This is an optimization exercise on Yosys and OpenROAD, whose aim is small area, a short achievable clock period and few clock cycles per item, not a production implementation.
At most, simulation tests tie the RTL to the original design; equivalence was not proved.
Only the layout flow was run in runs 2 and 3; the RTL was not checked for function there.

$ cat flow/design.v
    localparam logic [23:0] SCALE_RESET  = 24'd65536;
    localparam logic [11:0] CENTRE_X_RST = 12'd400;
    localparam logic [11:0] CENTRE_Y_RST = 12'd300;
    localparam logic [1:0] REG_PIXEL_SCALE = 2'd0;
    localparam logic [1:0] REG_CENTRE_X    = 2'd1;
    localparam logic [1:0] REG_CENTRE_Y    = 2'd2;
    function automatic logic [29:0] atan_q30(input int i);
        logic [29:0] r;
        case (i)
            0:       r = 30'd843314857;
            1:       r = 30'd497837829;
            2:       r = 30'd263043837;
            3:       r = 30'd133525159;
            4:       r = 30'd67021687;
            5:       r = 30'd33543516;
            6:       r = 30'd16775851;
            7:       r = 30'd8388437;
            8:       r = 30'd4194283;
            9:       r = 30'd2097149;
            10:      r = 30'd1048576;
            11:      r = 30'd524288;
            12:      r = 30'd262144;
            13:      r = 30'd131072;
            14:      r = 30'd65536;
            15:      r = 30'd32768;
            default: r = 30'd0;
        endcase
        atan_q30 = r;
    endfunction
    function automatic logic [4:0] sig_prefix(input logic [12:0] r);
        logic [4:0] c;
        if (r <= 13'd54) c = 5'b00010;
        else if (r <= 13'd281) c = 5'b00011;
        else if (r <= 13'd508) c = 5'b00100;
        else if (r <= 13'd737) c = 5'b00101;
        else if (r <= 13'd966) c = 5'b00110;
        else if (r <= 13'd1179) c = 5'b00111;
        else if (r <= 13'd1393) c = 5'b01000;
        else if (r <= 13'd1622) c = 5'b01001;
        else if (r <= 13'd1851) c = 5'b01010;
        else if (r <= 13'd2078) c = 5'b01011;
        else if (r <= 13'd2305) c = 5'b01100;
        else if (r <= 13'd2534) c = 5'b01101;
        else if (r <= 13'd2763) c = 5'b01110;
        else if (r <= 13'd2879) c = 5'b01111;
        else if (r <= 13'd2996) c = 5'b10000;
        else if (r <= 13'd3225) c = 5'b10001;
        else if (r <= 13'd3454) c = 5'b10010;
        else if (r <= 13'd3681) c = 5'b10011;
        else if (r <= 13'd3908) c = 5'b10100;
        else if (r <= 13'd4137) c = 5'b10101;
        else if (r <= 13'd4366) c = 5'b10110;
        else if (r <= 13'd4580) c = 5'b10111;
        else if (r <= 13'd4793) c = 5'b11000;
        else if (r <= 13'd5022) c = 5'b11001;
        else if (r <= 13'd5251) c = 5'b11010;
        else if (r <= 13'd5478) c = 5'b11011;
        else if (r <= 13'd5705) c = 5'b11100;
        else c = 5'b11101;
        sig_prefix = c;
    endfunction
    function automatic logic [25:0] s6_of(input logic [4:0] c);
        logic [25:0] s;
        s[0] = (c == 5'b00010) | (c == 5'b00011) | (c == 5'b00100) | (c == 5'b00101) | (c == 5'b00110) | (c == 5'b00111) | (c == 5'b01000) | (c == 5'b01001) | (c == 5'b01010) | (c == 5'b01011) | (c == 5'b01100) | (c == 5'b01101) | (c == 5'b01110) | (c == 5'b01111) | (c == 5'b10000) | (c == 5'b10001) | (c == 5'b10010) | (c == 5'b10011) | (c == 5'b10100) | (c == 5'b10101) | (c == 5'b10110) | (c == 5'b10111) | (c == 5'b11000) | (c == 5'b11001) | (c == 5'b11010) | (c == 5'b11011) | (c == 5'b11100) | (c == 5'b11101);
        s[1] = (c == 5'b00010) | (c == 5'b00011) | (c == 5'b00100) | (c == 5'b00101) | (c == 5'b01000) | (c == 5'b01001) | (c == 5'b01110) | (c == 5'b01111) | (c == 5'b10000) | (c == 5'b10001) | (c == 5'b10110) | (c == 5'b10111) | (c == 5'b11010) | (c == 5'b11011) | (c == 5'b11100) | (c == 5'b11101);
        s[2] = (c == 5'b01000) | (c == 5'b01001) | (c == 5'b01010) | (c == 5'b01011) | (c == 5'b01100) | (c == 5'b01101) | (c == 5'b10000) | (c == 5'b10001) | (c == 5'b10010) | (c == 5'b10011) | (c == 5'b10100) | (c == 5'b10101) | (c == 5'b11010) | (c == 5'b11011) | (c == 5'b11100) | (c == 5'b11101);
        s[3] = (c == 5'b00010) | (c == 5'b00100) | (c == 5'b00110) | (c == 5'b01001) | (c == 5'b01011) | (c == 5'b01101) | (c == 5'b01111) | (c == 5'b10001) | (c == 5'b10011) | (c == 5'b10101) | (c == 5'b10111) | (c == 5'b11001) | (c == 5'b11010) | (c == 5'b11100);
        s[4] = (c == 5'b00010) | (c == 5'b00011) | (c == 5'b00100) | (c == 5'b00101) | (c == 5'b01001) | (c == 5'b01010) | (c == 5'b01100) | (c == 5'b01111) | (c == 5'b10000) | (c == 5'b10011) | (c == 5'b10101) | (c == 5'b10110) | (c == 5'b11000) | (c == 5'b11010) | (c == 5'b11011) | (c == 5'b11100) | (c == 5'b11101);
        s[5] = (c == 5'b00100) | (c == 5'b00101) | (c == 5'b00110) | (c == 5'b00111) | (c == 5'b01000) | (c == 5'b01100) | (c == 5'b01101) | (c == 5'b01110) | (c == 5'b10000) | (c == 5'b10001) | (c == 5'b10010) | (c == 5'b10101) | (c == 5'b10110) | (c == 5'b10111) | (c == 5'b11000) | (c == 5'b11001) | (c == 5'b11100) | (c == 5'b11101);
        s[6] = (c == 5'b00011) | (c == 5'b00100) | (c == 5'b00110) | (c == 5'b01001) | (c == 5'b01011) | (c == 5'b01100) | (c == 5'b01110) | (c == 5'b10001) | (c == 5'b10011) | (c == 5'b10110) | (c == 5'b11001) | (c == 5'b11011) | (c == 5'b11100);
        s[7] = (c == 5'b00011) | (c == 5'b01001) | (c == 5'b01011) | (c == 5'b10001) | (c == 5'b10011) | (c == 5'b10100) | (c == 5'b11001) | (c == 5'b11011);
        s[8] = (c == 5'b00101) | (c == 5'b00110) | (c == 5'b01000) | (c == 5'b01001) | (c == 5'b01101) | (c == 5'b01110) | (c == 5'b10000) | (c == 5'b10001) | (c == 5'b10101) | (c == 5'b10110) | (c == 5'b11000) | (c == 5'b11001) | (c == 5'b11101);
        s[9] = (c == 5'b00011) | (c == 5'b00100) | (c == 5'b01000) | (c == 5'b01010) | (c == 5'b01101) | (c == 5'b01110) | (c == 5'b01111) | (c == 5'b10000) | (c == 5'b10010) | (c == 5'b10101) | (c == 5'b10110) | (c == 5'b10111) | (c == 5'b11001) | (c == 5'b11011) | (c == 5'b11100);
        s[10] = (c == 5'b00010) | (c == 5'b00011) | (c == 5'b00101) | (c == 5'b00111) | (c == 5'b01001) | (c == 5'b01011) | (c == 5'b01110) | (c == 5'b10001) | (c == 5'b10011) | (c == 5'b10110) | (c == 5'b11100);
        s[11] = (c == 5'b00010) | (c == 5'b00101) | (c == 5'b00110) | (c == 5'b01000) | (c == 5'b01011) | (c == 5'b01100) | (c == 5'b01110) | (c == 5'b01111) | (c == 5'b10001) | (c == 5'b10010) | (c == 5'b10101) | (c == 5'b11000) | (c == 5'b11011);
        s[12] = (c == 5'b00010) | (c == 5'b00110) | (c == 5'b01000) | (c == 5'b01010) | (c == 5'b01011) | (c == 5'b01100) | (c == 5'b01111) | (c == 5'b10000) | (c == 5'b10001) | (c == 5'b10011) | (c == 5'b10100) | (c == 5'b10101) | (c == 5'b10111) | (c == 5'b11001) | (c == 5'b11101);
        s[13] = (c == 5'b00010) | (c == 5'b00011) | (c == 5'b00101) | (c == 5'b01010) | (c == 5'b01100) | (c == 5'b01101) | (c == 5'b01111) | (c == 5'b10000) | (c == 5'b10011) | (c == 5'b10101) | (c == 5'b10110) | (c == 5'b11000) | (c == 5'b11011) | (c == 5'b11101);
        s[14] = (c == 5'b00011) | (c == 5'b00100) | (c == 5'b00101) | (c == 5'b00111) | (c == 5'b01000) | (c == 5'b01011) | (c == 5'b01101) | (c == 5'b10001) | (c == 5'b10110) | (c == 5'b11001);
        s[15] = (c == 5'b00011) | (c == 5'b00100) | (c == 5'b00111) | (c == 5'b01010) | (c == 5'b01101) | (c == 5'b01110) | (c == 5'b10000) | (c == 5'b10011) | (c == 5'b10100) | (c == 5'b10110) | (c == 5'b10111) | (c == 5'b11001) | (c == 5'b11010) | (c == 5'b11101);
        s[16] = (c == 5'b00010) | (c == 5'b00111) | (c == 5'b01000) | (c == 5'b01001) | (c == 5'b01101) | (c == 5'b01110) | (c == 5'b01111) | (c == 5'b10011) | (c == 5'b10100) | (c == 5'b10101) | (c == 5'b11001) | (c == 5'b11010) | (c == 5'b11011) | (c == 5'b11100);
        s[17] = (c == 5'b00010) | (c == 5'b00011) | (c == 5'b00110) | (c == 5'b01010) | (c == 5'b01011) | (c == 5'b01101) | (c == 5'b10000) | (c == 5'b10001) | (c == 5'b10011) | (c == 5'b10110) | (c == 5'b10111) | (c == 5'b11000) | (c == 5'b11010) | (c == 5'b11011);
        s[18] = (c == 5'b00110) | (c == 5'b00111) | (c == 5'b01010) | (c == 5'b01011) | (c == 5'b01100) | (c == 5'b10000) | (c == 5'b10001) | (c == 5'b10010) | (c == 5'b10110) | (c == 5'b10111) | (c == 5'b11010) | (c == 5'b11011) | (c == 5'b11100) | (c == 5'b11101);
        s[19] = (c == 5'b00110) | (c == 5'b00111) | (c == 5'b01010) | (c == 5'b01011) | (c == 5'b01100) | (c == 5'b01101) | (c == 5'b01110) | (c == 5'b01111) | (c == 5'b10000) | (c == 5'b10001) | (c == 5'b10010) | (c == 5'b10011) | (c == 5'b10100) | (c == 5'b10101) | (c == 5'b11000) | (c == 5'b11001);
        s[20] = (c == 5'b00010) | (c == 5'b00011) | (c == 5'b00110) | (c == 5'b00111) | (c == 5'b01000) | (c == 5'b01001) | (c == 5'b01100) | (c == 5'b01101) | (c == 5'b01110) | (c == 5'b01111) | (c == 5'b10100) | (c == 5'b10101) | (c == 5'b10110) | (c == 5'b10111) | (c == 5'b11100) | (c == 5'b11101);
        s[21] = (c == 5'b00010) | (c == 5'b00011) | (c == 5'b00100) | (c == 5'b00101) | (c == 5'b01100) | (c == 5'b01101) | (c == 5'b01110) | (c == 5'b01111) | (c == 5'b10100) | (c == 5'b10101) | (c == 5'b10110) | (c == 5'b10111) | (c == 5'b11000) | (c == 5'b11001) | (c == 5'b11010) | (c == 5'b11011);
        s[22] = (c == 5'b00010) | (c == 5'b00011) | (c == 5'b00100) | (c == 5'b00101) | (c == 5'b00110) | (c == 5'b00111) | (c == 5'b01000) | (c == 5'b01001) | (c == 5'b01010) | (c == 5'b01011) | (c == 5'b10000) | (c == 5'b10001) | (c == 5'b10010) | (c == 5'b10011);
        s[23] = (c == 5'b00010) | (c == 5'b00011) | (c == 5'b00100) | (c == 5'b00101) | (c == 5'b00110) | (c == 5'b00111) | (c == 5'b11000) | (c == 5'b11001) | (c == 5'b11010) | (c == 5'b11011) | (c == 5'b11100) | (c == 5'b11101);
        s[24] = (c == 5'b11000) | (c == 5'b11001) | (c == 5'b11010) | (c == 5'b11011) | (c == 5'b11100) | (c == 5'b11101);
        s[25] = (c == 5'b00010) | (c == 5'b00011) | (c == 5'b00100) | (c == 5'b00101) | (c == 5'b00110) | (c == 5'b00111) | (c == 5'b01000) | (c == 5'b01001) | (c == 5'b01010) | (c == 5'b01011) | (c == 5'b01100) | (c == 5'b01101) | (c == 5'b01110) | (c == 5'b01111) | (c == 5'b10000) | (c == 5'b10001) | (c == 5'b10010) | (c == 5'b10011) | (c == 5'b10100) | (c == 5'b10101) | (c == 5'b10110) | (c == 5'b10111);
        s6_of = s;
    endfunction
module lpp_add #(
    parameter int W = 32
) (
    input  logic [W-1:0] a,
    input  logic [W-1:0] b,
    input  logic         ci,
    input  logic         inv,
    output logic [W-1:0] s
);
    function automatic int levels(input int n);
        int l;
        l = 0;
        for (int k = 0; k < 32; k++)
            if ((1 << k) < n)
                l = k + 1;
        levels = l;
    endfunction
    localparam int L = levels(W + 1);
    logic [W:0] g [0:L];
    logic [W:0] p [0:L];
    logic [W-1:0] hx;
    assign hx      = a ^ b;
    assign g[0][0] = ci;
    assign p[0][0] = 1'b0;
    assign g[0][W:1] = a & b;
    assign p[0][W:1] = hx;
    for (genvar l = 0; l < L; l++)
    begin : g_lvl
        for (genvar i = 0; i <= W; i++)
        begin : g_bit
            if (((i >> l) & 1) == 1)
            begin : g_node
                localparam int J = ((i >> l) << l) - 1;
                assign g[l + 1][i] = g[l][i] | (p[l][i] & g[l][J]);
                assign p[l + 1][i] = p[l][i] & p[l][J];
            end
            else
            begin : g_pass
                assign g[l + 1][i] = g[l][i];
                assign p[l + 1][i] = p[l][i];
            end
        end
    end
    assign s = (hx ^ {W{inv}}) ^ g[L][W-1:0];
endmodule
module lpp_csa #(
    parameter int N = 3,
    parameter int W = 32
) (
    input  logic [N*W-1:0] rows,
    output logic [W-1:0]   s,
    output logic [W-1:0]   c
);
    function automatic int rows_at(input int lev);
        int n;
        n = N;
        for (int k = 0; k < lev; k++)
            n = 2 * (n / 3) + (n % 3);
        rows_at = n;
    endfunction
    function automatic int levels();
        int n;
        int k;
        n = N;
        k = 0;
        for (int j = 0; j < 32; j++)
        begin
            if (n > 2)
            begin
                n = 2 * (n / 3) + (n % 3);
                k++;
            end
        end
        levels = k;
    endfunction
    localparam int NL = levels();
    logic [N*W-1:0] lv [0:NL];
    assign lv[0] = rows;
    for (genvar l = 0; l < NL; l++)
    begin : g_lvl
        localparam int NI = rows_at(l);
        localparam int NG = NI / 3;
        localparam int NR = NI % 3;
        for (genvar k = 0; k < NG; k++)
        begin : g_grp
            logic [W-1:0] a;
            logic [W-1:0] b;
            logic [W-1:0] d;
            logic [W-1:0] mj;
            assign a  = lv[l][(3 * k) * W +: W];
            assign b  = lv[l][(3 * k + 1) * W +: W];
            assign d  = lv[l][(3 * k + 2) * W +: W];
            assign mj = (a & b) | (a & d) | (b & d);
            assign lv[l + 1][(2 * k) * W +: W]     = a ^ b ^ d;
            assign lv[l + 1][(2 * k + 1) * W +: W] = {mj[W-2:0], 1'b0};
        end
        for (genvar k = 0; k < NR; k++)
        begin : g_rest
            assign lv[l + 1][(2 * NG + k) * W +: W] = lv[l][(3 * NG + k) * W +: W];
        end
        if (2 * NG + NR < N)
        begin : g_zero
            assign lv[l + 1][N*W-1:(2 * NG + NR) * W] = '0;
        end
    end
    if (N == 1)
    begin : g_one
        assign s = lv[NL][W-1:0];
        assign c = '0;
    end
    else
    begin : g_two
        assign s = lv[NL][W-1:0];
        assign c = lv[NL][2*W-1:W];
    end
endmodule
module lpp_cordic_stage #(
    parameter int SHIFT = 2
) (
    input  logic               clk,
    input  logic               en,
    input  logic               sig,
    input  logic               sig_next,
    input  logic signed [32:0] din_x,
    input  logic signed [32:0] din_yp,
    output logic signed [32:0] dout_x,
    output logic signed [32:0] dout_yp
);
    logic signed [32:0] xs;
    logic signed [32:0] ys;
    logic [32:0]        x_next;
    logic [32:0]        y_next;
    assign xs = din_x >>> SHIFT;
    assign ys = din_yp >>> SHIFT;
    lpp_add #(.W(33)) u_x (
        .a   (din_x),
        .b   (ys),
        .ci  (sig),
        .inv (1'b0),
        .s   (x_next)
    );
    lpp_add #(.W(33)) u_y (
        .a   (din_yp),
        .b   (~xs),
        .ci  (1'b1),
        .inv (sig ^ sig_next),
        .s   (y_next)
    );
    always_ff @(posedge clk)
    begin
        if (en)
        begin
            dout_x  <= x_next;
            dout_yp <= y_next;
        end
    end
endmodule
module lidar_polar_to_pixel (
    input  logic        clk,
    input  logic        rst_n,
    input  logic        s_axis_tvalid,
    output logic        s_axis_tready,
    input  logic [39:0] s_axis_tdata,
    input  logic        s_axis_tuser,
    output logic        m_axis_tvalid,
    input  logic        m_axis_tready,
    output logic [39:0] m_axis_tdata,
    output logic        m_axis_tuser,
    input  logic        cfg_we,
    input  logic [1:0]  cfg_index,
    input  logic [23:0] cfg_data
);
    localparam logic [23:0] SCALE_RESET  = 24'd65536;
    localparam logic [11:0] CENTRE_X_RST = 12'd400;
    localparam logic [11:0] CENTRE_Y_RST = 12'd300;
    localparam logic [1:0] REG_PIXEL_SCALE = 2'd0;
    localparam logic [1:0] REG_CENTRE_X    = 2'd1;
    localparam logic [1:0] REG_CENTRE_Y    = 2'd2;
    function automatic logic [29:0] atan_q30(input int i);
        logic [29:0] r;
        case (i)
            0:       r = 30'd843314857;
            1:       r = 30'd497837829;
            2:       r = 30'd263043837;
            3:       r = 30'd133525159;
            4:       r = 30'd67021687;
            5:       r = 30'd33543516;
            6:       r = 30'd16775851;
            7:       r = 30'd8388437;
            8:       r = 30'd4194283;
            9:       r = 30'd2097149;
            10:      r = 30'd1048576;
            11:      r = 30'd524288;
            12:      r = 30'd262144;
            13:      r = 30'd131072;
            14:      r = 30'd65536;
            15:      r = 30'd32768;
            default: r = 30'd0;
        endcase
        atan_q30 = r;
    endfunction
    function automatic logic [4:0] sig_prefix(input logic [12:0] r);
        logic [4:0] c;
        if (r <= 13'd54) c = 5'b00010;
        else if (r <= 13'd281) c = 5'b00011;
        else if (r <= 13'd508) c = 5'b00100;
        else if (r <= 13'd737) c = 5'b00101;
        else if (r <= 13'd966) c = 5'b00110;
        else if (r <= 13'd1179) c = 5'b00111;
        else if (r <= 13'd1393) c = 5'b01000;
        else if (r <= 13'd1622) c = 5'b01001;
        else if (r <= 13'd1851) c = 5'b01010;
        else if (r <= 13'd2078) c = 5'b01011;
        else if (r <= 13'd2305) c = 5'b01100;
        else if (r <= 13'd2534) c = 5'b01101;
        else if (r <= 13'd2763) c = 5'b01110;
        else if (r <= 13'd2879) c = 5'b01111;
        else if (r <= 13'd2996) c = 5'b10000;
        else if (r <= 13'd3225) c = 5'b10001;
        else if (r <= 13'd3454) c = 5'b10010;
        else if (r <= 13'd3681) c = 5'b10011;
        else if (r <= 13'd3908) c = 5'b10100;
        else if (r <= 13'd4137) c = 5'b10101;
        else if (r <= 13'd4366) c = 5'b10110;
        else if (r <= 13'd4580) c = 5'b10111;
        else if (r <= 13'd4793) c = 5'b11000;
        else if (r <= 13'd5022) c = 5'b11001;
        else if (r <= 13'd5251) c = 5'b11010;
        else if (r <= 13'd5478) c = 5'b11011;
        else if (r <= 13'd5705) c = 5'b11100;
        else c = 5'b11101;
        sig_prefix = c;
    endfunction
    function automatic logic [25:0] s6_of(input logic [4:0] c);
        logic [25:0] s;
        s[0] = (c == 5'b00010) | (c == 5'b00011) | (c == 5'b00100) | (c == 5'b00101) | (c == 5'b00110) | (c == 5'b00111) | (c == 5'b01000) | (c == 5'b01001) | (c == 5'b01010) | (c == 5'b01011) | (c == 5'b01100) | (c == 5'b01101) | (c == 5'b01110) | (c == 5'b01111) | (c == 5'b10000) | (c == 5'b10001) | (c == 5'b10010) | (c == 5'b10011) | (c == 5'b10100) | (c == 5'b10101) | (c == 5'b10110) | (c == 5'b10111) | (c == 5'b11000) | (c == 5'b11001) | (c == 5'b11010) | (c == 5'b11011) | (c == 5'b11100) | (c == 5'b11101);
        s[1] = (c == 5'b00010) | (c == 5'b00011) | (c == 5'b00100) | (c == 5'b00101) | (c == 5'b01000) | (c == 5'b01001) | (c == 5'b01110) | (c == 5'b01111) | (c == 5'b10000) | (c == 5'b10001) | (c == 5'b10110) | (c == 5'b10111) | (c == 5'b11010) | (c == 5'b11011) | (c == 5'b11100) | (c == 5'b11101);
        s[2] = (c == 5'b01000) | (c == 5'b01001) | (c == 5'b01010) | (c == 5'b01011) | (c == 5'b01100) | (c == 5'b01101) | (c == 5'b10000) | (c == 5'b10001) | (c == 5'b10010) | (c == 5'b10011) | (c == 5'b10100) | (c == 5'b10101) | (c == 5'b11010) | (c == 5'b11011) | (c == 5'b11100) | (c == 5'b11101);
        s[3] = (c == 5'b00010) | (c == 5'b00100) | (c == 5'b00110) | (c == 5'b01001) | (c == 5'b01011) | (c == 5'b01101) | (c == 5'b01111) | (c == 5'b10001) | (c == 5'b10011) | (c == 5'b10101) | (c == 5'b10111) | (c == 5'b11001) | (c == 5'b11010) | (c == 5'b11100);
        s[4] = (c == 5'b00010) | (c == 5'b00011) | (c == 5'b00100) | (c == 5'b00101) | (c == 5'b01001) | (c == 5'b01010) | (c == 5'b01100) | (c == 5'b01111) | (c == 5'b10000) | (c == 5'b10011) | (c == 5'b10101) | (c == 5'b10110) | (c == 5'b11000) | (c == 5'b11010) | (c == 5'b11011) | (c == 5'b11100) | (c == 5'b11101);
        s[5] = (c == 5'b00100) | (c == 5'b00101) | (c == 5'b00110) | (c == 5'b00111) | (c == 5'b01000) | (c == 5'b01100) | (c == 5'b01101) | (c == 5'b01110) | (c == 5'b10000) | (c == 5'b10001) | (c == 5'b10010) | (c == 5'b10101) | (c == 5'b10110) | (c == 5'b10111) | (c == 5'b11000) | (c == 5'b11001) | (c == 5'b11100) | (c == 5'b11101);
        s[6] = (c == 5'b00011) | (c == 5'b00100) | (c == 5'b00110) | (c == 5'b01001) | (c == 5'b01011) | (c == 5'b01100) | (c == 5'b01110) | (c == 5'b10001) | (c == 5'b10011) | (c == 5'b10110) | (c == 5'b11001) | (c == 5'b11011) | (c == 5'b11100);
        s[7] = (c == 5'b00011) | (c == 5'b01001) | (c == 5'b01011) | (c == 5'b10001) | (c == 5'b10011) | (c == 5'b10100) | (c == 5'b11001) | (c == 5'b11011);
        s[8] = (c == 5'b00101) | (c == 5'b00110) | (c == 5'b01000) | (c == 5'b01001) | (c == 5'b01101) | (c == 5'b01110) | (c == 5'b10000) | (c == 5'b10001) | (c == 5'b10101) | (c == 5'b10110) | (c == 5'b11000) | (c == 5'b11001) | (c == 5'b11101);
        s[9] = (c == 5'b00011) | (c == 5'b00100) | (c == 5'b01000) | (c == 5'b01010) | (c == 5'b01101) | (c == 5'b01110) | (c == 5'b01111) | (c == 5'b10000) | (c == 5'b10010) | (c == 5'b10101) | (c == 5'b10110) | (c == 5'b10111) | (c == 5'b11001) | (c == 5'b11011) | (c == 5'b11100);
        s[10] = (c == 5'b00010) | (c == 5'b00011) | (c == 5'b00101) | (c == 5'b00111) | (c == 5'b01001) | (c == 5'b01011) | (c == 5'b01110) | (c == 5'b10001) | (c == 5'b10011) | (c == 5'b10110) | (c == 5'b11100);
        s[11] = (c == 5'b00010) | (c == 5'b00101) | (c == 5'b00110) | (c == 5'b01000) | (c == 5'b01011) | (c == 5'b01100) | (c == 5'b01110) | (c == 5'b01111) | (c == 5'b10001) | (c == 5'b10010) | (c == 5'b10101) | (c == 5'b11000) | (c == 5'b11011);
        s[12] = (c == 5'b00010) | (c == 5'b00110) | (c == 5'b01000) | (c == 5'b01010) | (c == 5'b01011) | (c == 5'b01100) | (c == 5'b01111) | (c == 5'b10000) | (c == 5'b10001) | (c == 5'b10011) | (c == 5'b10100) | (c == 5'b10101) | (c == 5'b10111) | (c == 5'b11001) | (c == 5'b11101);
        s[13] = (c == 5'b00010) | (c == 5'b00011) | (c == 5'b00101) | (c == 5'b01010) | (c == 5'b01100) | (c == 5'b01101) | (c == 5'b01111) | (c == 5'b10000) | (c == 5'b10011) | (c == 5'b10101) | (c == 5'b10110) | (c == 5'b11000) | (c == 5'b11011) | (c == 5'b11101);
        s[14] = (c == 5'b00011) | (c == 5'b00100) | (c == 5'b00101) | (c == 5'b00111) | (c == 5'b01000) | (c == 5'b01011) | (c == 5'b01101) | (c == 5'b10001) | (c == 5'b10110) | (c == 5'b11001);
        s[15] = (c == 5'b00011) | (c == 5'b00100) | (c == 5'b00111) | (c == 5'b01010) | (c == 5'b01101) | (c == 5'b01110) | (c == 5'b10000) | (c == 5'b10011) | (c == 5'b10100) | (c == 5'b10110) | (c == 5'b10111) | (c == 5'b11001) | (c == 5'b11010) | (c == 5'b11101);
        s[16] = (c == 5'b00010) | (c == 5'b00111) | (c == 5'b01000) | (c == 5'b01001) | (c == 5'b01101) | (c == 5'b01110) | (c == 5'b01111) | (c == 5'b10011) | (c == 5'b10100) | (c == 5'b10101) | (c == 5'b11001) | (c == 5'b11010) | (c == 5'b11011) | (c == 5'b11100);
        s[17] = (c == 5'b00010) | (c == 5'b00011) | (c == 5'b00110) | (c == 5'b01010) | (c == 5'b01011) | (c == 5'b01101) | (c == 5'b10000) | (c == 5'b10001) | (c == 5'b10011) | (c == 5'b10110) | (c == 5'b10111) | (c == 5'b11000) | (c == 5'b11010) | (c == 5'b11011);
        s[18] = (c == 5'b00110) | (c == 5'b00111) | (c == 5'b01010) | (c == 5'b01011) | (c == 5'b01100) | (c == 5'b10000) | (c == 5'b10001) | (c == 5'b10010) | (c == 5'b10110) | (c == 5'b10111) | (c == 5'b11010) | (c == 5'b11011) | (c == 5'b11100) | (c == 5'b11101);
        s[19] = (c == 5'b00110) | (c == 5'b00111) | (c == 5'b01010) | (c == 5'b01011) | (c == 5'b01100) | (c == 5'b01101) | (c == 5'b01110) | (c == 5'b01111) | (c == 5'b10000) | (c == 5'b10001) | (c == 5'b10010) | (c == 5'b10011) | (c == 5'b10100) | (c == 5'b10101) | (c == 5'b11000) | (c == 5'b11001);
        s[20] = (c == 5'b00010) | (c == 5'b00011) | (c == 5'b00110) | (c == 5'b00111) | (c == 5'b01000) | (c == 5'b01001) | (c == 5'b01100) | (c == 5'b01101) | (c == 5'b01110) | (c == 5'b01111) | (c == 5'b10100) | (c == 5'b10101) | (c == 5'b10110) | (c == 5'b10111) | (c == 5'b11100) | (c == 5'b11101);
        s[21] = (c == 5'b00010) | (c == 5'b00011) | (c == 5'b00100) | (c == 5'b00101) | (c == 5'b01100) | (c == 5'b01101) | (c == 5'b01110) | (c == 5'b01111) | (c == 5'b10100) | (c == 5'b10101) | (c == 5'b10110) | (c == 5'b10111) | (c == 5'b11000) | (c == 5'b11001) | (c == 5'b11010) | (c == 5'b11011);
        s[22] = (c == 5'b00010) | (c == 5'b00011) | (c == 5'b00100) | (c == 5'b00101) | (c == 5'b00110) | (c == 5'b00111) | (c == 5'b01000) | (c == 5'b01001) | (c == 5'b01010) | (c == 5'b01011) | (c == 5'b10000) | (c == 5'b10001) | (c == 5'b10010) | (c == 5'b10011);
        s[23] = (c == 5'b00010) | (c == 5'b00011) | (c == 5'b00100) | (c == 5'b00101) | (c == 5'b00110) | (c == 5'b00111) | (c == 5'b11000) | (c == 5'b11001) | (c == 5'b11010) | (c == 5'b11011) | (c == 5'b11100) | (c == 5'b11101);
        s[24] = (c == 5'b11000) | (c == 5'b11001) | (c == 5'b11010) | (c == 5'b11011) | (c == 5'b11100) | (c == 5'b11101);
        s[25] = (c == 5'b00010) | (c == 5'b00011) | (c == 5'b00100) | (c == 5'b00101) | (c == 5'b00110) | (c == 5'b00111) | (c == 5'b01000) | (c == 5'b01001) | (c == 5'b01010) | (c == 5'b01011) | (c == 5'b01100) | (c == 5'b01101) | (c == 5'b01110) | (c == 5'b01111) | (c == 5'b10000) | (c == 5'b10001) | (c == 5'b10010) | (c == 5'b10011) | (c == 5'b10100) | (c == 5'b10101) | (c == 5'b10110) | (c == 5'b10111);
        s6_of = s;
    endfunction
    localparam int NP = 20;    
    logic [23:0] pixel_scale_reg;
    logic [11:0] centre_x_reg;
    logic [11:0] centre_y_reg;
    always_ff @(posedge clk or negedge rst_n)
    begin
        if (!rst_n)
        begin
            pixel_scale_reg <= SCALE_RESET;
            centre_x_reg    <= CENTRE_X_RST;
            centre_y_reg    <= CENTRE_Y_RST;
        end
        else if (cfg_we)
        begin
            case (cfg_index)
                REG_PIXEL_SCALE: pixel_scale_reg <= cfg_data;
                REG_CENTRE_X:    centre_x_reg    <= cfg_data[11:0];
                REG_CENTRE_Y:    centre_y_reg    <= cfg_data[11:0];
                default:         ;  
            endcase
        end
    end
    logic stall_reg;
    logic rdy_reg;
    logic en;
    assign en            = !stall_reg;
    assign s_axis_tready = rdy_reg;
    logic [NP-1:0]      v_reg;
    logic [NP-1:1][1:0] quad_reg;
    logic [NP-1:0][5:0] qual_reg;
    logic [NP-1:0]      st_reg;
    always_ff @(posedge clk or negedge rst_n)
    begin
        if (!rst_n)
            v_reg <= '0;
        else if (en)
            v_reg <= {v_reg[NP-2:0], s_axis_tvalid && (s_axis_tdata[39:24] != 16'd0)};
    end
    logic [7:0]  bone_reg;
    logic [7:0]  btwo_reg;
    logic [7:0]  bneg_reg;
    logic        btop_reg;
    logic [14:0] a0_reg;
    logic [16:0] din;
    assign din = {s_axis_tdata[39:24], 1'b0};
    always_ff @(posedge clk)
    begin
        if (en)
        begin
            for (int k = 0; k < 8; k++)
            begin
                bone_reg[k] <= din[2 * k + 1] ^ din[2 * k];
                btwo_reg[k] <= (din[2 * k + 2] & ~din[2 * k + 1] & ~din[2 * k]) |
                               (~din[2 * k + 2] & din[2 * k + 1] & din[2 * k]);
                bneg_reg[k] <= din[2 * k + 2];
            end
            btop_reg <= din[16];
            a0_reg   <= s_axis_tdata[23:9];
        end
    end
    localparam logic [39:0] BOOTH_K = 40'(-(40'd1 << 25) - (40'd1 << 27) - (40'd1 << 29)
                                          - (40'd1 << 31) - (40'd1 << 33) - (40'd1 << 35)
                                          - (40'd1 << 37) - (40'd1 << 39));
    localparam logic [14:0] BOOTH_U = BOOTH_K[39:25];
    logic [9*40-1:0] brows;
    always_comb
    begin
        brows = '0;
        for (int k = 0; k < 8; k++)
        begin
            logic b2;
            logic [24:0] m;
            logic [24:0] t;
            logic [39:0] row;
            b2 = bneg_reg[k];
            m = ({25{bone_reg[k]}} & {1'b0, pixel_scale_reg}) |
                ({25{btwo_reg[k]}} & {pixel_scale_reg, 1'b0});
            t = m ^ {25{b2}};
            if (k == 0)
                row = {(b2 ? BOOTH_U : BOOTH_U + 15'd1), t};
            else
                row = 40'({~b2, t}) << (2 * k);
            brows[k * 40 +: 40] = row;
        end
        brows[8 * 40 +: 40] = 40'(btop_reg ? pixel_scale_reg : 24'd0) << 16;
        for (int k = 0; k < 8; k++)
            brows[(k + 1) * 40 + 2 * k] = bneg_reg[k];
    end
    logic [39:0] bs;
    logic [39:0] bc;
    lpp_csa #(.N(9), .W(40)) u_bcsa (
        .rows (brows),
        .s    (bs),
        .c    (bc)
    );
    logic [1:0]  quad_c1;
    logic [14:0] aoff;
    logic [14:0] rem15;
    always_comb
    begin
        if (a0_reg >= 15'd28800)
        begin
            quad_c1 = 2'd1;
            aoff    = 15'd28800;
        end
        else if (a0_reg >= 15'd23040)
        begin
            quad_c1 = 2'd0;
            aoff    = 15'd23040;
        end
        else if (a0_reg >= 15'd17280)
        begin
            quad_c1 = 2'd3;
            aoff    = 15'd17280;
        end
        else if (a0_reg >= 15'd11520)
        begin
            quad_c1 = 2'd2;
            aoff    = 15'd11520;
        end
        else if (a0_reg >= 15'd5760)
        begin
            quad_c1 = 2'd1;
            aoff    = 15'd5760;
        end
        else
        begin
            quad_c1 = 2'd0;
            aoff    = 15'd0;
        end
        rem15 = a0_reg - aoff;
    end
    logic [39:0] pa_reg;
    logic [39:1] pb_reg;
    logic [6:1][12:0] r_reg;
    always_ff @(posedge clk)
    begin
        if (en)
        begin
            pa_reg <= bs;
            pb_reg <= bc[39:1];
        end
    end
    logic [39:0] p_sum;
    logic [31:0] p_reg;
    lpp_add #(.W(40)) u_padd (
        .a   (pa_reg),
        .b   ({pb_reg, 1'b0}),
        .ci  (1'b0),
        .inv (1'b0),
        .s   (p_sum)
    );
    always_ff @(posedge clk)
    begin
        if (en)
            p_reg <= p_sum[39:8];
    end
    localparam int NCSD = 12;
    localparam logic [61:0] GAIN_K = 62'((62'd1 << 24) - (62'd1 << 56) + (62'd1 << 21) - (62'd1 << 53)
                                         + (62'd1 << 18) - (62'd1 << 50) + (62'd1 << 10) - (62'd1 << 42)
                                         + (62'd1 << 7) - (62'd1 << 39) + (62'd1 << 5) - (62'd1 << 37));
    logic [61:0] pp;
    logic [61:0] pn;
    logic [(NCSD+1)*62-1:0] grows;
    assign pp = {30'd0, p_reg};
    assign pn = {30'd0, ~p_reg};
    assign grows = {GAIN_K,
                    pp << 29, pp << 27, pn << 24, pn << 21, pn << 18, pp << 16,
                    pp << 14, pn << 10, pn << 7, pn << 5, pp << 3, pp << 1};
    logic [61:0] gs;
    logic [61:0] gc;
    lpp_csa #(.N(NCSD + 1), .W(62)) u_gcsa (
        .rows (grows),
        .s    (gs),
        .c    (gc)
    );
    logic [61:0] gs_reg;
    logic [61:1] gc_reg;
    always_ff @(posedge clk)
    begin
        if (en)
        begin
            gs_reg <= gs;
            gc_reg <= gc[61:1];
        end
    end
    logic [61:0] x0_full;
    logic [31:0] x0_reg;
    logic [6:4][4:0] code_reg;
    lpp_add #(.W(62)) u_x0add (
        .a   (gs_reg),
        .b   ({gc_reg, 1'b0}),
        .ci  (1'b0),
        .inv (1'b0),
        .s   (x0_full)
    );
    always_ff @(posedge clk)
    begin
        if (en)
            x0_reg <= x0_full[61:30];
    end
    logic [16:0] sig_at [4:19];
    logic [16:0] r9_reg;
    logic [17:0] r33_reg;
    logic [25:0] s6n_reg;
    always_ff @(posedge clk)
    begin
        if (en)
        begin
            r9_reg  <= 17'(r_reg[6]) + (17'(r_reg[6]) << 3);
            r33_reg <= 18'(r_reg[6]) + (18'(r_reg[6]) << 5);
            s6n_reg <= ~s6_of(code_reg[6]);
        end
    end
    logic [4*26-1:0] zrows;
    assign zrows = {s6n_reg,
                    ~(26'(r33_reg) << 6),
                    (26'(r9_reg) << 1) | 26'd1,
                    26'(r9_reg) << 15};
    logic [25:0] zs;
    logic [25:0] zc;
    logic [25:0] z6_sum;
    lpp_csa #(.N(4), .W(26)) u_zcsa (
        .rows (zrows),
        .s    (zs),
        .c    (zc)
    );
    lpp_add #(.W(26)) u_z6add (
        .a   (zs),
        .b   (zc),
        .ci  (1'b1),
        .inv (1'b0),
        .s   (z6_sum)
    );
    localparam logic [29:0] T6 = atan_q30(6);
    localparam logic [29:0] T7 = atan_q30(7);
    localparam logic [29:0] T8 = atan_q30(8);
    localparam logic [29:0] T9 = atan_q30(9);
    logic [25:0] z6_reg;
    logic [24:0] z7_reg;
    logic [23:0] z8_reg;
    logic [22:0] z9_reg;
    logic [24:0] z7_sum;
    logic [23:0] z8_sum;
    logic [22:0] z9_sum;
    logic [21:0] z10_sum;
    lpp_add #(.W(25)) u_z7 (
        .a   (z6_reg[24:0]),
        .b   (z6_reg[25] ? T6[24:0] : ~T6[24:0]),
        .ci  (!z6_reg[25]),
        .inv (1'b0),
        .s   (z7_sum)
    );
    lpp_add #(.W(24)) u_z8 (
        .a   (z7_reg[23:0]),
        .b   (z7_reg[24] ? T7[23:0] : ~T7[23:0]),
        .ci  (!z7_reg[24]),
        .inv (1'b0),
        .s   (z8_sum)
    );
    lpp_add #(.W(23)) u_z9 (
        .a   (z8_reg[22:0]),
        .b   (z8_reg[23] ? T8[22:0] : ~T8[22:0]),
        .ci  (!z8_reg[23]),
        .inv (1'b0),
        .s   (z9_sum)
    );
    lpp_add #(.W(22)) u_z10 (
        .a   (z9_reg[21:0]),
        .b   (z9_reg[22] ? T9[21:0] : ~T9[21:0]),
        .ci  (!z9_reg[22]),
        .inv (1'b0),
        .s   (z10_sum)
    );
    always_ff @(posedge clk)
    begin
        if (en)
        begin
            z6_reg <= z6_sum;
            z7_reg <= z7_sum;
            z8_reg <= z8_sum;
            z9_reg <= z9_sum;
        end
    end
    logic [16:0] sig_reg [5:19];
    assign sig_at[4] = {11'd0, code_reg[4][0], code_reg[4][1], code_reg[4][2],
                        code_reg[4][3], code_reg[4][4], 1'b0};
    for (genvar k = 5; k <= 19; k++)
    begin : g_sig
        logic [16:0] nxt;
        always_comb
        begin
            nxt = sig_at[k - 1];
            if (k == 12)
                nxt[15:10] = {z10_sum[16], z10_sum[17], z10_sum[18],
                              z10_sum[19], z10_sum[20], !z10_sum[21]};
            for (int i = 0; i <= 16; i++)
                if (i + 3 < k || i == 0 || i == 16 || (i >= 6 && i <= 9 && k == i + 2))
                    nxt[i] = 1'b0;
        end
        always_ff @(posedge clk)
        begin
            if (en)
                sig_reg[k] <= nxt;
        end
        logic [16:0] at;
        always_comb
        begin
            at = sig_reg[k];
            if (k == 8)
                at[6] = !z6_reg[25];
            if (k == 9)
                at[7] = !z7_reg[24];
            if (k == 10)
                at[8] = !z8_reg[23];
            if (k == 11)
                at[9] = !z9_reg[22];
        end
        assign sig_at[k] = at;
    end
    logic signed [32:0] cx_reg [5:18];
    logic signed [32:0] cy_reg [5:18];
    logic [32:0]        it1_h;
    logic [32:0]        it1_x;
    logic [32:0]        it1_yp;
    logic               s1;
    logic               s2;
    assign s1    = sig_at[4][1];
    assign s2    = sig_at[4][2];
    assign it1_h = {2'b00, x0_reg[31:1]};
    lpp_add #(.W(33)) u_it1x (
        .a   ({1'b0, x0_reg}),
        .b   (it1_h ^ {33{s1}}),
        .ci  (s1),
        .inv (1'b0),
        .s   (it1_x)
    );
    lpp_add #(.W(33)) u_it1y (
        .a   ({1'b0, x0_reg}),
        .b   (it1_h ^ {33{!s1}}),
        .ci  (!s1),
        .inv (s2),
        .s   (it1_yp)
    );
    logic signed [32:0] c5_x;
    logic signed [32:0] c5_yp;
    always_ff @(posedge clk)
    begin
        if (en)
        begin
            c5_x  <= it1_x;
            c5_yp <= it1_yp;
        end
    end
    assign cx_reg[5] = c5_x;
    assign cy_reg[5] = c5_yp;
    for (genvar i = 2; i <= 14; i++)
    begin : g_cordic
        lpp_cordic_stage #(
            .SHIFT (i)
        ) u_stage (
            .clk      (clk),
            .en       (en),
            .sig      (sig_at[i + 3][i]),
            .sig_next (sig_at[i + 3][i + 1]),
            .din_x    (cx_reg[i + 3]),
            .din_yp   (cy_reg[i + 3]),
            .dout_x   (cx_reg[i + 4]),
            .dout_yp  (cy_reg[i + 4])
        );
    end
    logic [1:0]  q18;
    logic        negx;
    logic        negy;
    logic [32:0] x16n;
    logic [32:0] y16n;
    logic signed [32:0] xs15;
    logic signed [32:0] ys15;
    assign q18  = quad_reg[NP - 2];
    assign negx = !(q18[0] ^ q18[1]);
    assign negy = q18[1];
    assign xs15 = cx_reg[18] >>> 15;
    assign ys15 = cy_reg[18] >>> 15;
    lpp_add #(.W(33)) u_it15x (
        .a   (cx_reg[18]),
        .b   (ys15),
        .ci  (sig_at[18][15]),
        .inv (negx),
        .s   (x16n)
    );
    lpp_add #(.W(33)) u_it15y (
        .a   (cy_reg[18]),
        .b   (~xs15),
        .ci  (1'b1),
        .inv (sig_at[18][15] ^ negy),
        .s   (y16n)
    );
    logic [22:0] pv_reg;
    logic [22:0] qv_reg;
    logic        pnz_reg;
    logic        qnz_reg;
    always_ff @(posedge clk)
    begin
        if (en)
        begin
            pv_reg  <= q18[0] ? x16n[32:10] : y16n[32:10];
            qv_reg  <= q18[0] ? y16n[32:10] : x16n[32:10];
            pnz_reg <= q18[0] ? (negx ? !(&x16n[9:0]) : (|x16n[9:0]))
                              : (negy ? !(&y16n[9:0]) : (|y16n[9:0]));
            qnz_reg <= q18[0] ? (negy ? !(&y16n[9:0]) : (|y16n[9:0]))
                              : (negx ? !(&x16n[9:0]) : (|x16n[9:0]));
        end
    end
    always_ff @(posedge clk)
    begin
        if (en)
        begin
            qual_reg <= {qual_reg[NP-2:0], s_axis_tdata[7:2]};
            st_reg   <= {st_reg[NP-2:0], s_axis_tuser};
            quad_reg <= {quad_reg[NP-2:1], quad_c1};
            r_reg    <= {r_reg[5:1], rem15[12:0]};
            code_reg <= {code_reg[5:4], sig_prefix(r_reg[3])};
        end
    end
    function automatic logic [15:0] place(input logic [22:0] nv, input logic nz,
                                          input logic neg, input logic [11:0] centre);
        logic        fr;
        logic [15:0] lo;
        logic        c15;
        logic        z0;
        logic        m1;
        logic        m2;
        logic        ok;
        logic [15:0] o;
        fr  = (nv[22] ^ neg) && nz;
        lo  = {1'b0, nv[14:0]} + {4'd0, centre} + 16'(neg ^ fr);
        c15 = lo[15];
        z0  = (nv[22:15] == 8'h00);
        m1  = (nv[22:15] == 8'hFF);
        m2  = (nv[22:15] == 8'hFE);
        ok  = c15 ? (m1 || m2) : (z0 || m1);
        if (ok)
            o = {nv[15] ^ c15, lo[14:0]};
        else if (nv[22])
            o = 16'h8000;
        else
            o = 16'h7FFF;
        place = o;
    endfunction
    logic [1:0]  fq;
    logic [15:0] px;
    logic [15:0] py;
    assign fq = quad_reg[NP - 1];
    assign px = place(pv_reg, pnz_reg, fq[1], centre_x_reg);
    assign py = place(qv_reg, qnz_reg, !(fq[0] ^ fq[1]), centre_y_reg);
    logic [38:0] res;
    logic        res_v;
    logic        ov_reg;
    logic        o2v_reg;
    logic [38:0] o_reg;
    logic [38:0] o2_reg;
    logic        hs;
    assign res   = {st_reg[NP - 1], qual_reg[NP - 1], py, px};
    assign res_v = en && v_reg[NP - 1];
    assign hs    = ov_reg && m_axis_tready;
    always_ff @(posedge clk or negedge rst_n)
    begin
        if (!rst_n)
        begin
            ov_reg    <= 1'b0;
            o2v_reg   <= 1'b0;
            stall_reg <= 1'b0;
            rdy_reg   <= 1'b1;
        end
        else
        begin
            if (hs)
            begin
                ov_reg    <= o2v_reg || res_v;
                o2v_reg   <= 1'b0;
                stall_reg <= 1'b0;
                rdy_reg   <= 1'b1;
            end
            else if (!ov_reg)
            begin
                ov_reg    <= res_v;
                stall_reg <= 1'b0;
                rdy_reg   <= 1'b1;
            end
            else if (res_v)
            begin
                o2v_reg   <= 1'b1;
                stall_reg <= 1'b1;
                rdy_reg   <= 1'b0;
            end
        end
    end
    always_ff @(posedge clk)
    begin
        if (hs && o2v_reg)
            o_reg <= o2_reg;
        else if (hs || !ov_reg)
            o_reg <= res;
        if (ov_reg && !hs && res_v)
            o2_reg <= res;
    end
    assign m_axis_tvalid = ov_reg;
    assign m_axis_tdata  = {2'b00, o_reg[37:0]};
    assign m_axis_tuser  = o_reg[38];
endmodule
$ cat flow/flow/run.sh
#!/bin/bash
# The standard layout, with timing repair aimed at a 3.6 ns period (the
# clock and constraints stay the design's: only repair_timing's setup
# margin changes).
set -euo pipefail
bash standard.sh SETUP_SLACK_MARGIN=6.4 finish > standard.log 2>&1
$ cat flow/standard.sh
#!/bin/bash
# synth_recipe.tcl (not shown) runs the flow's synth.tcl, then flattens the netlist and writes it again
# the make line also repeats each setting of config.mk as NAME=value (left out here)
make -C /OpenROAD-flow-scripts/flow DESIGN_CONFIG=/design/flow/config.mk WORK_HOME=/design/flow/orfs CLKGATE_MAP_FILE= SYNTH_SCRIPT=/design/flow/synth_recipe.tcl "${@:-finish}"
$ cat flow/config.mk
export PLATFORM = sky130hd
export DESIGN_NAME = lidar_polar_to_pixel
export DESIGN_NICKNAME = lidar_polar_to_pixel
export VERILOG_FILES = /design/flow/design.v
export SDC_FILE = /design/flow/constraint.sdc
export NUM_CORES = 4
export LEC_CHECK = 0
export CAP_MARGIN = 20
export CORE_MARGIN = 2
export CORE_UTILIZATION = 40
export SLEW_MARGIN = 20
$ cat flow/constraint.sdc
create_clock -name core_clock -period 10.0 [get_ports {clk}]
set_input_delay 2.0000 -clock core_clock [delete_from_list [all_inputs] [get_ports {clk}]]
set_output_delay 2.0000 -clock core_clock [all_outputs]
set_load 0.01 [all_outputs]
==> run summary, run 1 <==
* # IOs at 115
* Fin util at 0.4721
* Crit path max fanout at 6
* Largest cells by area after synthesis: edfxtp_1 42%, ha_1 13%, fa_1 8.9%
* Slowest CP cell: edfxtp_1
* Predominant post-synthesis flop cell: edfxtp_1
* #FFs+latches synth at 1,867
* Yosys top cell by area: edfxtp_1
* Post-synth EDFFs at about 1,800
* Deepest clock path buffer count at 4
* Critical Path RT at 10,580 ps
* Final instance area at 0.1513 sq mm
* Crit. End Element: flip-flop
* Area after DPL at 0.1349 sq mm
* Layout Cells excl Fill at 16,081
* CTS hold repair buffers at 0
* CTS H-Tree Depth at 4
* Largest net degree at the start of global routing at 187
* DRT antenna net count at 0
* Clk Latency, worst-skew pair at about 870 ps
* Post-Route Setup TNS at 0 ps
* F_max at 0.2481 GHz
* NumNets Final at 13,606
* Clk_skew at 50.50 ps
* Total clock sinks at about 1,900
* Clock-pin slew on the worst setup and hold paths at 60 ps
* Fraction of registers with async set/reset at 0.03856
* Crit path buf inv count at 2
* GRT Total Usage at 0.1804
* Die width at 570.7 um
* Vias in the first global route at ~86,000
* Initial Util at 0.4009
* Fin crit share at 0.4031
* Avg Cell Area, Syn at 11.84 sq um
* First-pass GRT wire length at roughly 470 mm
* Layout cell share with drive strength beyond 1 at 0.1571
* Final Slew Violations at 0
* DIE HEIGHT at between 500 and 600 um
* Post-synth cell types at 97
* # port buffers at about 110
* Startpoint types: flip-flop
* Final Hold Viols at 0
* Initial antenna violation count at 4
* Slew HR at 0.3138
* CP max stage delay at 490 ps
* Drt pass-1 iters at 5
* Placed instance count at 15,103
* CP top delay family: compound AO/OA/AOI/OAI gates
* Root Buffer: clkbuf_16
* Detailed Route Iter0 Violations at about 4,600
* Max cap viols at 0
* Crit path time final at approximately 4000 ps
* Cell Chain, Critical Path: buf_12 > xnor2_4 > inv_2 > ha_4 > o21a_4 > a2111oi_4 > a21o_1 > a31oi_4 > nand4_1 > nor2_2 > nor3_2 > o21bai_1 > a21o_1 > a21oi_2 > o21bai_1 > fa_2 > xor2_1
* Post-synthesis cell count at 10,851
* Via density at roughly 5
* Synth top area share at 0.4196
* DR WL/cell at 18.59 um
* Die area at around 0.33 sq mm
* # rows at 208
* RSZ-0062 raised after global routing: true
* Seq/Total Area, Yosys at 0.4338
* Worst slew pin tran at 1020 ps
* GR Overflow Total at 0
* Worst Hold Class: reg2reg
* Residual DRC at 0
* Yosys warning count at 52
* Cts bufs inserted at between 200 and 250
* Detail Placement HPWL at 219.0 mm
* Crit Path Class: reg2reg
* Via count at slightly above 80,000
* # setup viols final at 0
* Core area at around 0.32 sq mm
* Synthesis-to-layout area growth at 17.76%
* Arr. time, crit path at 4610 ps
* CTS tree: built
* Final WL at 299.0 mm
* Status: complete, no violations
* GP Congestion at 0.8708
* Mapped Area at 0.1284 sq mm
-- through the flow --
stage | hold WS, ps | worst slack (ps)
5_1_grt | 410.1 | 5810
4_1_cts | 401.8 | 5989
3_3_place_gp | 400.1 | 4937
6_report | 399.0 | 5969
2_1_floorplan | 400.3 | -16740
3_5_place_dp | 404.5 | 4835
-- metal layers --
layer / part of all wire / GRT usage / wire length, um / up-vias
li1: - / - / - / 39726
met1: 0.43 / 0.2299 / 128600 / 40139
met2: 0.50 / 0.3165 / 148400 / 1511
met3: 0.037 / 0.02106 / 11030 / 567
met4: 0.037 / 0.06090 / 10960 / 0
met5: 0 / 0 / 0 / -
-- synthesized netlist by cell type (32+ instances only) --
library cell,n
edfxtp_1,1795
ha_1,1363
xnor2_1,1295
inv_1,1248
fa_1,570
a21oi_1,543
xor2_1,485
nor2_1,482
a21o_1,435
o21ai_0,319
nand2_1,301
a22oi_1,185
clkbuf_1,185
o21a_1,180
nor2b_1,127
nor3_1,117
nand2b_1,106
nand3_1,100
mux2_2,94
nand4_1,71
dfrtp_1,63
and2_1,56
o21bai_1,56
a21boi_0,43
a31oi_1,40
or2_2,36
a211oi_1,33
o211ai_1,32
-- final timing paths --
| check | startpoint | to | slack (ps) | depth (start not counted) |
|---|---|---|---|---|
| worst max-delay path | code_reg[4] | c5_x[32] | 5970 | 17 |
| worst min-delay path | st_reg[13] | st_reg[14] | 400 | 0 |
| worst max register to register | code_reg[4] | c5_x[32] | 5970 | 17 |
| worst min register to register | st_reg[13] | st_reg[14] | 400 | 0 |
| max in group asynchronous | rst_n | pixel_scale_reg[5] | 7990 | 1 |
| min in group asynchronous | rst_n | o2v_reg | 1280 | 1 |
-- layout by cell type (no fill, tap or decap), types with 71 or more instances in the layout --
cell type  Yosys  routed
edfxtp_1    1795    1795
xnor2_1     1295    1267
ha_1        1363    1265
inv_1       1248    1146
buf_4          2     492
fa_1         570     488
nor2_1       482     467
xor2_1       485     467
a21oi_1      543     456
a21o_1       435     434
nand2_1      301     292
o21ai_0      319     238
clkbuf_16      0     224
a22oi_1      185     180
o21a_1       180     170
nor2b_1      127     120
nor3_1       117     114
nand2b_1     106     105
buf_6          1      90
nand3_1      100      87
fa_2           0      82
mux2_2        94      77
ha_4           0      77
nand4_1       71      71
-- area by class of cell --
cell class / instances / area [sq um]
Antenna cell: 3 / 7.507
Clock buffer: 265 / 5674
Clock inverter: 126 / 1395
Fill cell: 28262 / 169100
Inverter: 1254 / 4846
Multi-Input combinational cell: 7510 / 71240
Sequential cell: 1867 / 55770
Tap cell: 4305 / 5386
Timing Repair Buffer: 751 / 6939
-- kinds of logic after synthesis --
group | share of synthesized area
xor+xnor | 0.1214
fa+ha+maj | 0.2216
simple gates | 0.05978
other cells | 0.00002920
mux | 0.01076
flops | 0.4338
compound gates | 0.1094
buf+inv | 0.04329
-- what timing repair did --
action / 4_1_cts / 5_1_grt
gates resized for setup: 733 / 420
pin swaps: 304 / 347
endpoints found under the setup margin: 812 / 627
setup buffers: 407 / 167
gates cloned: 5 / 3
hold endpoints to repair: 0 / 0
Testbench counts, summed over its fixed seeds: cycles 8,168, items 8,000.
==> run 2: changes to the inputs <==
--- a/flow/design.v
+++ b/flow/design.v
@@ -98,15 +98,7 @@
     input  logic         inv,
     output logic [W-1:0] s
 );
-    function automatic int levels(input int n);
-        int l;
-        l = 0;
-        for (int k = 0; k < 32; k++)
-            if ((1 << k) < n)
-                l = k + 1;
-        levels = l;
-    endfunction
-    localparam int L = levels(W + 1);
+    localparam int L = $clog2(W + 1);
     logic [W:0] g [0:L];
     logic [W:0] p [0:L];
     logic [W-1:0] hx;
==> run 2 against run 1 <==
Against the previous run: still clean; synthesized cell count grew 2.1%; non-clock buffer count decreased by 62; flip-flop and latch count unchanged; critical endpoint unchanged.
==> run summary, run 2 <==
* Status: complete, no violations
* Post-synthesis cell count at 11,080 (+2.1%)
* Die area at 0.3271 sq mm (+0.45%)
* Most frequent cells after synthesis: 1,795 x edfxtp_1, 1,363 x ha_1, 1,314 x inv_1
* Root Buffer: clkbuf_16
* # IOs at 115 (unchanged)
* GR Overflow Total at 0 (unchanged)
* Vias in the first global route at 86,681 (+1.3%)
* Core area at 0.3211 sq mm (+0.24%)
* Post-synth cell types at 91 (-6.2%)
* Most frequent cells in the layout: 1,795 x edfxtp_1, 1,293 x ha_1, 1,262 x xnor2_1, 1,218 x inv_1, 535 x a21oi_1
* Initial antenna violation count at 9 (+5)
* Cts bufs inserted at 216 (-0.46%)
* Mapped Area at 0.1290 sq mm (+0.46%)
* CTS H-Tree Depth at 4 (unchanged)
* Largest cells by area after synthesis: edfxtp_1 42%, ha_1 13%, fa_1 8.8%
* Total clock sinks at 1,867 (unchanged)
* Multi-input gate area at 0.07117 sq mm (about the same)
* Predominant post-synthesis flop cell: edfxtp_1
* Via count at 84,339 (+2.9%)
* Layout cell share with drive strength beyond 1 at 0.1411 (-0.01600)
* DRT antenna net count at 0 (unchanged)
* Fraction of registers with async set/reset at 0.03856 (unchanged)
* Arr. time, crit path at 4520 ps (-90 ps)
* DIE HEIGHT at 572.0 um (+0.23%)
* Worst slew pin tran at 1051 ps (+30.77 ps)
* Avg Cell Area, Syn at 11.65 sq um (-1.6%)
* # port buffers at 109 (unchanged)
* # fillers at 28,657 (+1.4%)
* Synth top area share at 0.4177 (-0.001917)
* RSZ-0062 raised after global routing: true
* Yosys warning count at 52 (unchanged)
* Final WL at 307.1 mm (+2.7%)
* Clock-pin slew on the worst setup and hold paths at 60 ps (about the same)
* Startpoint types: flip-flop
* Crit path time final at 3877 ps (-153.5 ps)
* Post-synth EDFFs at 1,795 (unchanged)
* Detail Placement HPWL at 224.7 mm (+2.6%)
* Yosys top cell by area: edfxtp_1
* #FFs+latches synth at 1,867 (unchanged)
* Fin crit share at 0.3877 (-0.01535)
* Largest net degree at the start of global routing at 162 (-13%)
* Fin util at 0.4703 (-0.001880)
* Worst Hold Class: reg2reg
* Via density at 5.192 (+1.9%)
* Clk_skew at 65.39 ps (+14.89 ps)
* Slew HR at 0.2996 (-0.01424)
* Synthesis-to-layout area growth at 17.04%
* Max cap viols at 0 (unchanged)
* Residual DRC at 0 (unchanged)
* Detailed Route Iter0 Violations at 5,384 (+18%)
* Crit Path Class: reg2reg
* CTS tree: built
* GP Congestion at 0.8747 (+0.45%)
* Crit. End Element: flip-flop
* Post-Route Setup TNS at 0 ps (unchanged)
* Die width at 572.0 um (+0.23%)
* DR WL/cell at 18.90 um (+1.7%)
* Clk Latency, worst-skew pair at 890 ps (+20 ps)
* Seq/Total Area, Yosys at 0.4318 (-0.001981)
* Final Slew Violations at 0 (unchanged)
* Final Hold Viols at 0 (unchanged)
* Most common cell in the netlist: edfxtp_1
* # rows at 208 (unchanged)
* Crit path max fanout at 7 (+1)
* NumNets Final at 13,773 (+1.2%)
* Initial Util at 0.4018 (+0.0008603)
* Reg area at 0.05577 sq mm (about the same)
* Deepest clock path buffer count at 4 (unchanged)
* # setup viols final at 0 (unchanged)
* Critical Path RT at 10,640 ps (+60 ps)
* Commonest non-fill, non-tap cell in the layout: edfxtp_1
* Drt pass-1 iters at 6 (+1)
* GRT Total Usage at 0.1837 (+0.003298)
* First-pass GRT wire length at 478.2 mm (+2.2%)
* F_max at 0.2579 GHz (+4.0%)
run 2: cell count changes after synthesis, sizes merged, moves of 43 or more:
cell / previous run / this run
a21o: 438 / 303
a21oi: 547 / 594
inv: 1251 / 1318
nand2: 301 / 344
nand3: 100 / 156
nor2: 482 / 535
nor3: 117 / 160
run 2: routing by layer:
| metal | global-route usage | share of wire | up-vias |
|---|---|---|---|
| li1 | - | - | 40397 |
| met1 | 0.2469 | 0.44 | 41691 |
| met2 | 0.3106 | 0.48 | 1760 |
| met3 | 0.02459 | 0.047 | 491 |
| met4 | 0.04958 | 0.026 | 0 |
| met5 | 0 | 0 | - |
run 2: kinds of logic after synthesis:
group / after synthesis / share of synthesized area
AND/OR/NAND/NOR: 1790 / 0.06765
multiplexers: 134 / 0.01135
adder cells (fa/ha/maj): 1933 / 0.2206
other: 1 / 0.00002906
buffers and inverters: 1543 / 0.04497
AO/OA/AOI/OAI: 2068 / 0.1052
flip-flops: 1867 / 0.4318
XOR/XNOR: 1744 / 0.1184
run 2: final timing paths:
path,startpoint,end,slack (ps),cells past startpoint
min reg2reg,quad_reg[13],quad_reg[15],380,0
max in group asynchronous,rst_n,pixel_scale_reg[17],8010,1
max reg2reg,code_reg[4],c5_x[32],6120,18
max,code_reg[4],c5_x[32],6120,18
min,quad_reg[13],quad_reg[15],380,0
min in group asynchronous,rst_n,stall_reg,1230,1
run 2: stage by stage:
step	hold slack, ps	setup WS, ps	instance area [sq um]	cells
CTS	372.9	5982	147300	16060
detailed placement	404.5	5176	135500	15333
global route	378.7	5991	151000	16245
global placement	400.3	5232	135400	15333
floorplan	400.3	-16740	129000	11081
finish	382.9	6123	151000	16245
run 2: cell type report:
type / instances / share of cell area
multi-input cells: 7673 / 0.4713
flip-flops and latches: 1867 / 0.3693
repair buffers: 689 / 0.04375
clock buffers: 252 / 0.03760
well taps: 4305 / 0.03567
inverters: 1321 / 0.03386
clock inverters: 137 / 0.008558
diodes: 1 / 0.00001657
run 2: worst max-delay path, stage by stage (launching register included):
cell       delay [ps]
edfxtp_1          390
buf_6             160
clkbuf_16         190
xnor2_4           170
inv_2              70
ha_4              240
a21o_1            190
a21oi_2           140
nor2_2             60
or4b_1            470
a31oi_1           200
o21ai_2           100
a21oi_2           220
o2111ai_1         140
o2111a_1          180
o21ai_2           170
nand2b_1           90
fa_2              330
xor2_1            150
run 2: what timing repair did:
item	in CTS	in global routing
gates cloned	3	5
setup endpoints to repair	588	463
hold buffers	0	0
setup buffers	335	178
gates resized for setup	489	447
pin swaps	212	288
==> run 3: changes to the inputs <==
==> flow/run.sh (new file) <==
#!/bin/bash
# synth_recipe.tcl (not shown) runs the flow's synth.tcl, then flattens the netlist and writes it again
# the make line also repeats each setting of config.mk as NAME=value (left out here)
make -C /OpenROAD-flow-scripts/flow DESIGN_CONFIG=/design/flow/config.mk WORK_HOME=/design/flow/orfs CLKGATE_MAP_FILE= SYNTH_SCRIPT=/design/flow/synth_recipe.tcl finish
--- a/flow/config.mk
+++ b/flow/config.mk
@@ -8,4 +8,5 @@
 export CAP_MARGIN = 20
 export CORE_MARGIN = 2
 export CORE_UTILIZATION = 40
+export SETUP_SLACK_MARGIN = 5
 export SLEW_MARGIN = 20
removed: flow/flow/run.sh
removed: flow/standard.sh
==> run 3 against run 2 <==
Against the previous run: still clean; area after synthesis unchanged; sequential share of layout area rose by 2.2 points; first-iteration DRC count fell by 8.5%; utilization shrank 2.6 points; non-clock buffer count decreased by 513; critical path type unchanged; critical endpoint is now g_cordic[9].u_stage.dout_x[32].
==> run summary, run 3 <==
* Status: complete, no violations
* GRT Total Usage at 0.1776 (-0.006094)
* Synthesis-to-layout area growth at 10.48%
* GR Overflow Total at 0 (unchanged)
* Worst slew pin tran at 1215 ps (+164.8 ps)
* Core area at 0.3211 sq mm (unchanged)
* Clk_skew at 65.57 ps (+0.1780 ps)
* Final Hold Viols at 0 (unchanged)
* Area after DPL at 0.1355 sq mm (unchanged)
* Post-synth EDFFs at 1,795 (unchanged)
* WHS Endpoint: quad_reg[15]
* Via count at 81,492 (-3.4%)
* #FFs+latches synth at 1,867 (unchanged)
* Predominant post-synthesis flop cell: edfxtp_1
* Reg2reg setup slack at 5320 ps (-810 ps)
* Cts bufs inserted at 216 (unchanged)
* Hold path depth at 0 (unchanged)
* Clock-pin slew on the worst setup and hold paths at 60 ps (about the same)
* Min-delay src: quad_reg[13]
* # rows at 208 (unchanged)
* Post-synthesis cell count at 11,080 (unchanged)
* Largest net degree at the start of global routing at 162 (unchanged)
* Drt pass-1 iters at 6 (unchanged)
* Residual DRC at 0 (unchanged)
* Largest cells by area after synthesis: edfxtp_1 42%, ha_1 13%, fa_1 8.8%
* Worst reg2reg path startpoint: g_cordic[8].u_stage.dout_yp[9]
* GP Congestion at 0.8747 (unchanged)
* # port buffers at 109 (unchanged)
* Worst Hold Class: reg2reg
* # fillers at 29,382 (+2.5%)
* Multi-input gate area at 0.06780 sq mm (-4.7%)
* Die width at 572.0 um (unchanged)
* Most frequent cells in the layout: 1,795 x edfxtp_1, 1,363 x ha_1, 1,313 x inv_1, 1,286 x xnor2_1, 594 x a21oi_1
* DR WL/cell at 18.54 um (-1.9%)
* Most common cell in the netlist: edfxtp_1
* Crit. End Element: flip-flop
* Fraction of registers with async set/reset at 0.03856 (unchanged)
* Via density at 5.181 (-0.21%)
* # setup viols final at 0 (unchanged)
* Layout cell share with drive strength beyond 1 at 0.05051 (-0.09054)
* Max cap viols at 0 (unchanged)
* Slew HR at 0.1897 (-0.1099)
* Crit Path Class: reg2reg
* Post-Route Setup TNS at 0 ps (unchanged)
* Most frequent cells after synthesis: 1,795 x edfxtp_1, 1,363 x ha_1, 1,314 x inv_1
* DRT antenna net count at 0 (unchanged)
* F_max at 0.2136 GHz (-17%)
* RSZ-0062 raised after global routing: true
* Final Slew Violations at 0 (unchanged)
* Yosys top cell by area: edfxtp_1
* Clk Latency, worst-skew pair at 890 ps (about the same)
* First-pass GRT wire length at 463.6 mm (-3.0%)
* Crit path max fanout at 4 (-3)
* Synth top area share at 0.4177 (unchanged)
* NumNets Final at 13,258 (-3.7%)
* Detailed Route Iter0 Violations at 4,924 (-8.5%)
* DIE HEIGHT at 572.0 um (unchanged)
* Fin crit share at 0.4683 (+0.08055)
* CTS tree: built
* Deepest clock path buffer count at 4 (unchanged)
* Reg2reg end: g_cordic[9].u_stage.dout_x[32]
* Die area at 0.3271 sq mm (unchanged)
* CTS H-Tree Depth at 4 (unchanged)
* Initial antenna violation count at 10 (+1)
* Total clock sinks at 1,867 (unchanged)
* Critical Path RT at 10,570 ps (-70 ps)
* Yosys warning count at 52 (unchanged)
==> run 3: worst max path at each step <==
stage | from | end | slack, ps | cells after the start
6_report | g_cordic[8].u_stage.dout_yp[9] | g_cordic[9].u_stage.dout_x[32] | 5320 | 15
5_1_grt | g_cordic[12].u_stage.dout_yp[14] | g_cordic[13].u_stage.dout_x[32] | 4950 | 14
4_1_cts | code_reg[4] | c5_x[32] | 5210 | 17
3_5_place_dp | code_reg[4] | c5_x[32] | 5180 | 17
3_3_place_gp | g_cordic[12].u_stage.dout_x[1] | g_cordic[13].u_stage.dout_x[32] | 5230 | 14
2_1_floorplan | stall_reg | a0_reg[0] | -16740 | 1
==> run 3: layout make-up <==
cell class / instances / share of cell area
Multi-Input combinational cell: 7671 / 0.4756
Clock inverter: 137 / 0.009066
Inverter: 1321 / 0.03481
Timing Repair Buffer: 176 / 0.01211
Antenna cell: 1 / 0.00001755
Tap cell: 4305 / 0.03778
Clock buffer: 252 / 0.03983
Sequential cell: 1867 / 0.3908
==> run 3: cell families (layout without fill, tap and decap cells) <==
| kind of cell | count (synthesis) | count (layout) | synth area share |
|---|---|---|---|
| flip-flops | 1867 | 1867 | 0.4318 |
| XOR/XNOR | 1744 | 1744 | 0.1184 |
| multiplexers | 134 | 134 | 0.01135 |
| adder cells (fa/ha/maj) | 1933 | 1933 | 0.2206 |
| buffers and inverters | 1543 | 1886 | 0.04497 |
| other | 1 | 3 | 0.00002906 |
| AO/OA/AOI/OAI | 2068 | 2068 | 0.1052 |
| AND/OR/NAND/NOR | 1790 | 1790 | 0.06765 |
==> run 3: per-stage QoR <==
step | utilization | worst slack [ps] | cells | hold slack [ps]
global route | 0.4439 | 4949 | 15730 | 378.9
global placement | 0.4218 | 5232 | 15333 | 400.3
CTS | 0.4435 | 5208 | 15722 | 372.9
finish | 0.4439 | 5317 | 15730 | 379.9
detailed placement | 0.4218 | 5176 | 15333 | 404.5
floorplan | - | -16740 | 11081 | 400.3
==> run 3: critical path, stage by stage (launching register included) <==
cell and delay [ps]:
edfxtp_1 500, inv_1 120, fa_1 290, nor2b_1 90
o31a_1 260, o21ai_1 320, a31oi_1 170, a2111oi_0 730
o21ai_1 290, o41a_1 450, a211oi_2 260, nor2b_1 100
o21ai_1 170, nand2b_1 90, fa_1 380, xnor2_1 140
==> run 3: routing by layer <==
layer | GRT usage | vias to the layer above | wire [um]
li1 | - | 39346 | -
met1 | 0.2406 | 40174 | 132100
met2 | 0.3002 | 1564 | 140300
met3 | 0.02249 | 408 | 12290
met4 | 0.04547 | 0 | 7005
met5 | 0 | - | 0
==> run 3: what timing repair did <==
action | 4_1_cts | 5_1_grt
resized for setup | 0 | 2
hold buffers | 0 | 0
endpoints found under the setup margin | 0 | 3
setup buffers | 0 | 0

## afterwards: timing with drivers on the ports
In the flow no input, the clock included, has a driving cell. The finished layouts below were timed again as built, in two steps. Step 1 assumes that a clkbuf_16 drives the clock port and a buf_2 every other input. Step 2, shift: input delay + t, output delay - t, t = (earliest + latest rising clock arrival at the registers) / 2. This alone moves slack from input paths to output paths. a / b / c = ideal ports / drivers / drivers and shift; a / b = the first two.
run	t, ns	setup slack, ns	hold slack, ns	worst setup path after step 2	clock arrival spread, ns
run 1	0.945	5.969 / 5.969 / 5.969	0.399 / 0.399 / 0.399	register to register	0.056 / 0.056
run 2	0.951	6.123 / 6.123 / 5.761	0.383 / 0.383 / 0.383	input to register	0.070 / 0.069
run 3	0.945	5.317 / 5.317 / 5.317	0.380 / 0.380 / 0.380	register to register	0.070 / 0.070
After both steps every run listed still meets setup and hold. For run 2, which loses most, drivers alone change the setup slack by 0.000 ns; drivers and shift together by -0.362 ns.
